What follows belongs to an exercise in optimizing a design on an open flow for small area; a production flow would make more cautious choices. In this exercise RTL edits were held to simulation tests only and were not proved equivalent to the original.

==> inputs of v6 <==
Design proc_core, start of the top module:
module proc_core #(
    parameter int TAPU_NUM       = 2,
    parameter int ROWS           = 2,
    parameter int COLS           = 4,
    parameter int BUF_DEPTH      = 16,
    parameter int RES_FIFO_DEPTH = 4,
    parameter int OUT_FIFO_DEPTH = 8
) (
    input  logic                              clk,
    input  logic                              rst_n,
    input  logic                              i_x_valid,
    output logic                              o_x_ready,
    input  logic [TAPU_NUM*ROWS*core_pkg::OPND_W-1:0]   i_x_data,
    input  logic                              i_x_last,
    input  logic                              i_y_valid,
    output logic                              o_y_ready,
    input  logic [COLS*core_pkg::OPND_W-1:0]            i_y_data,
    input  logic                              i_y_last,
    output logic                              o_loadx_done,
    output logic                              o_loady_done,
    input  logic                              i_exec_start,
    input  logic                              i_psu_clr,
    input  logic [7:0]                        i_depth,
    output logic                              o_exec_done,
    input  logic                              i_store_start,
    output logic                              o_store_done,
    output logic                              o_m_valid,
    input  logic                              i_m_ready,
    output logic [COLS*core_pkg::PSUM_W-1:0]            o_m_data,
    output logic                              o_m_last
);
    localparam int NROW  = TAPU_NUM * ROWS;
    localparam int X_W   = NROW * core_pkg::OPND_W;
    localparam int Y_W   = COLS * core_pkg::OPND_W;
    localparam int RES_W = COLS * core_pkg::PSUM_W;
    logic [X_W-1:0]             x_rd_data;
  ...
clock: 6.3 ns
lec_check: 0
cap_margin: 20
core_margin: 2
core_utilization: 60
cts_cluster_diameter: 100
cts_cluster_size: 24
place_density: 0.75
slew_margin: 20
synth_hierarchical: 1
run.sh (not shown) runs the stock make flow with config.mk's settings and CLKGATE_MAP_FILE= SYNTH_SCRIPT=/design/flow/synth_recipe.tcl, a recipe that flattens the netlist after the stock synthesis.
==> v19: changes against v6 <==
==> flow/config.mk (replaced) <==
export PLATFORM = sky130hd
export DESIGN_NAME = proc_core
export DESIGN_NICKNAME = proc_core
export VERILOG_FILES = /design/flow/design.v
export SDC_FILE = /design/flow/constraint.sdc
export NUM_CORES = 4
export LEC_CHECK = 0
export CAP_MARGIN = 20
export CORE_MARGIN = 2
export CORE_UTILIZATION = 40
export CTS_CLUSTER_DIAMETER = 80
export CTS_CLUSTER_SIZE = 30
export PLACE_DENSITY = 0.6
export SLEW_MARGIN = 20
export SYNTH_HIERARCHICAL = 1
==> v1: changes against v6 <==
--- a/flow/design.v
+++ b/flow/design.v
@@ -136,16 +136,16 @@
     assign co = a & b;
 endmodule
 module mac_cell (
     input  logic        clk,
     input  logic        i_clr,
     input  logic        en,
-    input  logic [7:0]  x,
     input  logic [7:0]  xn,
-    input  logic [7:0]  y,
     input  logic [7:0]  yn,
+    input  logic [7:0]  gx,
+    input  logic [7:0]  gy,
     output logic [31:0] o_acc
 );
     logic [15:0] lo;
     logic [15:0] hi;
     logic        inc;      
     logic        dec;      
@@ -163,13 +163,13 @@
     assign p5 = ~(xn[0] | yn[4]);
     logic p6;
     assign p6 = ~(xn[0] | yn[5]);
     logic p7;
     assign p7 = ~(xn[0] | yn[6]);
     logic p8;
-    assign p8 = en & ~(x[0] & y[7]);
+    assign p8 = ~(gx[0] & gy[7]);
     logic p9;
     assign p9 = ~(xn[1] | yn[0]);
     logic p10;
     assign p10 = ~(xn[1] | yn[1]);
     logic p11;
     assign p11 = ~(xn[1] | yn[2]);
@@ -179,13 +179,13 @@
     assign p13 = ~(xn[1] | yn[4]);
     logic p14;
     assign p14 = ~(xn[1] | yn[5]);
     logic p15;
     assign p15 = ~(xn[1] | yn[6]);
     logic p16;
-    assign p16 = en & ~(x[1] & y[7]);
+    assign p16 = ~(gx[1] & gy[7]);
     logic p17;
     assign p17 = ~(xn[2] | yn[0]);
     logic p18;
     assign p18 = ~(xn[2] | yn[1]);
     logic p19;
     assign p19 = ~(xn[2] | yn[2]);
@@ -195,13 +195,13 @@
     assign p21 = ~(xn[2] | yn[4]);
     logic p22;
     assign p22 = ~(xn[2] | yn[5]);
     logic p23;
     assign p23 = ~(xn[2] | yn[6]);
     logic p24;
-    assign p24 = en & ~(x[2] & y[7]);
+    assign p24 = ~(gx[2] & gy[7]);
     logic p25;
     assign p25 = ~(xn[3] | yn[0]);
     logic p26;
     assign p26 = ~(xn[3] | yn[1]);
     logic p27;
     assign p27 = ~(xn[3] | yn[2]);
@@ -211,13 +211,13 @@
     assign p29 = ~(xn[3] | yn[4]);
     logic p30;
     assign p30 = ~(xn[3] | yn[5]);
     logic p31;
     assign p31 = ~(xn[3] | yn[6]);
     logic p32;
-    assign p32 = en & ~(x[3] & y[7]);
+    assign p32 = ~(gx[3] & gy[7]);
     logic p33;
     assign p33 = ~(xn[4] | yn[0]);
     logic p34;
     assign p34 = ~(xn[4] | yn[1]);
     logic p35;
     assign p35 = ~(xn[4] | yn[2]);
@@ -227,13 +227,13 @@
     assign p37 = ~(xn[4] | yn[4]);
     logic p38;
     assign p38 = ~(xn[4] | yn[5]);
     logic p39;
     assign p39 = ~(xn[4] | yn[6]);
     logic p40;
-    assign p40 = en & ~(x[4] & y[7]);
+    assign p40 = ~(gx[4] & gy[7]);
     logic p41;
     assign p41 = ~(xn[5] | yn[0]);
     logic p42;
     assign p42 = ~(xn[5] | yn[1]);
     logic p43;
     assign p43 = ~(xn[5] | yn[2]);
@@ -243,13 +243,13 @@
     assign p45 = ~(xn[5] | yn[4]);
     logic p46;
     assign p46 = ~(xn[5] | yn[5]);
     logic p47;
     assign p47 = ~(xn[5] | yn[6]);
     logic p48;
-    assign p48 = en & ~(x[5] & y[7]);
+    assign p48 = ~(gx[5] & gy[7]);
     logic p49;
     assign p49 = ~(xn[6] | yn[0]);
     logic p50;
     assign p50 = ~(xn[6] | yn[1]);
     logic p51;
     assign p51 = ~(xn[6] | yn[2]);
@@ -259,27 +259,27 @@
     assign p53 = ~(xn[6] | yn[4]);
     logic p54;
     assign p54 = ~(xn[6] | yn[5]);
     logic p55;
     assign p55 = ~(xn[6] | yn[6]);
     logic p56;
-    assign p56 = en & ~(x[6] & y[7]);
+    assign p56 = ~(gx[6] & gy[7]);
     logic p57;
-    assign p57 = en & ~(x[7] & y[0]);
+    assign p57 = ~(gx[7] & gy[0]);
     logic p58;
-    assign p58 = en & ~(x[7] & y[1]);
+    assign p58 = ~(gx[7] & gy[1]);
     logic p59;
-    assign p59 = en & ~(x[7] & y[2]);
+    assign p59 = ~(gx[7] & gy[2]);
     logic p60;
-    assign p60 = en & ~(x[7] & y[3]);
+    assign p60 = ~(gx[7] & gy[3]);
     logic p61;
-    assign p61 = en & ~(x[7] & y[4]);
+    assign p61 = ~(gx[7] & gy[4]);
     logic p62;
-    assign p62 = en & ~(x[7] & y[5]);
+    assign p62 = ~(gx[7] & gy[5]);
     logic p63;
-    assign p63 = en & ~(x[7] & y[6]);
+    assign p63 = ~(gx[7] & gy[6]);
     logic p64;
     assign p64 = ~(xn[7] | yn[7]);
     logic s65;
     logic c66;
     mac_fa u_fa1 (.a(lo[1]), .b(p2), .c(p9), .s(s65), .co(c66));
     logic s67;
@@ -526,16 +526,16 @@
     for (genvar r = 0; r < ROWS; r++) begin : g_row
         for (genvar c = 0; c < COLS; c++) begin : g_col
             mac_cell u_cell (
                 .clk  (clk),
                 .i_clr(~rst_n | i_clr),
                 .en   (i_acc_en),
-                .x    (i_x[8*r +: 8]),
                 .xn   (~i_x[8*r +: 8]),
-                .y    (i_y[8*c +: 8]),
                 .yn   (~i_y[8*c +: 8]),
+                .gx   (i_x[8*r +: 8] | {8{~i_acc_en}}),
+                .gy   (i_y[8*c +: 8] | {8{~i_acc_en}}),
                 .o_acc(o_acc[r][32*c +: 32])
             );
         end
     end
 endmodule
 `timescale 1ns/1ns
@@ -562,22 +562,24 @@
     logic [1:0]            acc_id;     
     logic [1:0]            acc_slot;   
     logic [1:0]            hd_word_nx, hd_id_nx, hd_slot_nx, acc_id_nx, acc_slot_nx;
     logic [3:0][3:0]       sel;        
     logic [3:0][3:0]       sel_nx;
     logic                  do_rd;
+    logic [3:0]            count_nx;
     assign do_rd   = i_rd & ~o_empty;
     assign o_empty = (count == 4'd0);
     assign o_full  = count[3];
-    assign o_last  = (hd_word == 2'd3);
+    assign o_last  = sel[0][3] | sel[1][3] | sel[2][3] | sel[3][3];
     always_comb begin
         hd_word_nx  = hd_word;
         hd_id_nx    = hd_id;
         hd_slot_nx  = hd_slot;
         acc_id_nx   = acc_id;
         acc_slot_nx = acc_slot;
+        count_nx    = count + 4'(i_wr) - 4'(do_rd);
         if (do_rd) begin
             hd_word_nx = hd_word + 2'd1;
             if (hd_word == 2'd3) begin
                 hd_id_nx   = hd_id + 2'd1;
                 hd_slot_nx = (hd_slot == 2'd2) ? 2'd0 : hd_slot + 2'd1;
             end
@@ -586,15 +588,16 @@
             acc_id_nx   = acc_id + 2'd1;
             acc_slot_nx = (acc_slot == 2'd2) ? 2'd0 : acc_slot + 2'd1;
         end
         for (int s = 0; s < 4; s++) begin
             for (int w = 0; w < 4; w++) begin
                 if (s == 3) begin
-                    sel_nx[s][w] = (hd_id_nx == acc_id_nx) && (hd_word_nx == 2'(w));
+                    sel_nx[s][w] = (count_nx != 4'd0) && (hd_id_nx == acc_id_nx) && (hd_word_nx == 2'(w));
                 end else begin
-                    sel_nx[s][w] = (hd_id_nx != acc_id_nx) && (hd_slot_nx == 2'(s)) && (hd_word_nx == 2'(w));
+                    sel_nx[s][w] = (count_nx != 4'd0) && (hd_id_nx != acc_id_nx) && (hd_slot_nx == 2'(s))
+                                   && (hd_word_nx == 2'(w));
                 end
             end
         end
     end
     always_ff @(posedge clk) begin
         if (!rst_n) begin
@@ -603,13 +606,13 @@
             hd_id    <= '0;
             hd_slot  <= '0;
             acc_id   <= 2'd3;
             acc_slot <= 2'd2;
             sel      <= '0;
         end else begin
-            count    <= count + 4'(i_wr) - 4'(do_rd);
+            count    <= count_nx;
             hd_word  <= hd_word_nx;
             hd_id    <= hd_id_nx;
             hd_slot  <= hd_slot_nx;
             acc_id   <= acc_id_nx;
             acc_slot <= acc_slot_nx;
             sel      <= sel_nx;
==> flow/flow/run.sh (new file) <==
#!/bin/bash
# The standard layout (standard.sh: the standard flow's synthesis and ORFS flow), with two
# changes: the port buffers are the smallest buffer cell, clock tree
# synthesis inserts no dummy loads, and after global routing gates on paths
# with positive slack are sized down (RECOVER_POWER). Each tool's output is kept in
# flow_make.log here, and ORFS's per-step logs under orfs/logs/.
set -euo pipefail
export BUFFER_PORTS_ARGS="-buffer_cell sky130_fd_sc_hd__buf_1"
export RECOVER_POWER=100
export CTS_ARGS="-sink_clustering_enable -repair_clock_nets -sink_clustering_size 24 -sink_clustering_max_diameter 100 -dont_use_dummy_load"
bash standard.sh finish > flow_make.log 2>&1
==> flow/standard.sh (new file) <==
#!/bin/bash
# synth_recipe.tcl (not shown) runs the flow's synth.tcl, then flattens the netlist and writes it again
# the make line also repeats each setting of config.mk as NAME=value (left out here)
make -C /OpenROAD-flow-scripts/flow DESIGN_CONFIG=/design/flow/config.mk WORK_HOME=/design/flow/orfs CLKGATE_MAP_FILE= SYNTH_SCRIPT=/design/flow/synth_recipe.tcl "${@:-finish}"
removed: flow/run.sh
==> summary.md <==
| Metric | Value |
|---|---|
| Number of max-cap violations | `0` |
| WP depth | `16` |
| End point of the critical path | `u_mac.g_row[0].g_col[1].u_cell.inc$_SDFF_PP0_` |
| Worst setup path start | `y_buf.o_rd_data[14]$_DFF_P_` |
| Clock buf count | `265` |
| Metal-1 WL | `151000 µm` |
| Status | `timing/DRC/antenna clean` |
| Dpl cells | `12200` |
# the run above: v6

==> summary.md <==
| Metric | Value |
|---|---|
| Final worst-path cycle share | `94.8%` |
| WP depth | `16` |
| Drt pass-1 iters | `6` |
| Core Util, Final | `44.4%` |
| Status | `timing/DRC/antenna clean` |
| Num Clock Sinks | `3264` |
| End point of the critical path | `u_mac.g_row[0].g_col[3].u_cell.inc$_SDFF_PP0_` |
| CP Buf/Inv Count | `3` |
| Dpl cells | `13800` |
| Metal-1 WL | `177000 µm` |
| Number of max-cap violations | `0` |
| Rel. slew slack | `22.3%` |
# the run above: v19

==> summary.md <==
| Metric | Value |
|---|---|
| SO Faults | `capacitance limit, slew limit` |
| Top layer in use | `met5` |
| Yosys warning count | `11` |
| Status | `complete, but fails checks` |
| Number of max-cap violations | `47` |
| Dpl cells | `12200` |
| Clock buf count | `159` |
| Signal inverters | `131` |
| Setup-failing EPs final | `0` |
| Max-slew violation count | `1654` |
| Die Span X | `498 µm` |
| Synth cell types | `69` |
| Multi-input logic portion of the cell area | `33.8%` |
# the run above: v1

==> re-timing with driven ports <==
Ports are ideal in the flow. The routed layouts listed here were re-timed in OpenROAD.
Step 1, drivers: a clkbuf_16 drives clk and a buf_2 each remaining input, both assumed.
Step 2 times the ports against the registers' clock, not the clock port: input delays grow and output delays shrink by t, the midpoint of the rising clock arrivals with the driver on.
Three values: ideal ports, drivers, drivers and shift; two values: the first two.
run	shift t [ns]	slack for setup (ns)	worst slew at a driven data input, ns
v6	0.971	0.319 / 0.319 / 0.319	0.14
v19	1.024	0.328 / 0.328 / 0.328	0.20
v1	0.930	0.233 / 0.155 / -0.641	0.14
For v1, which loses most, drivers alone change the setup slack by -0.078 ns; drivers and shift together by -0.874 ns.
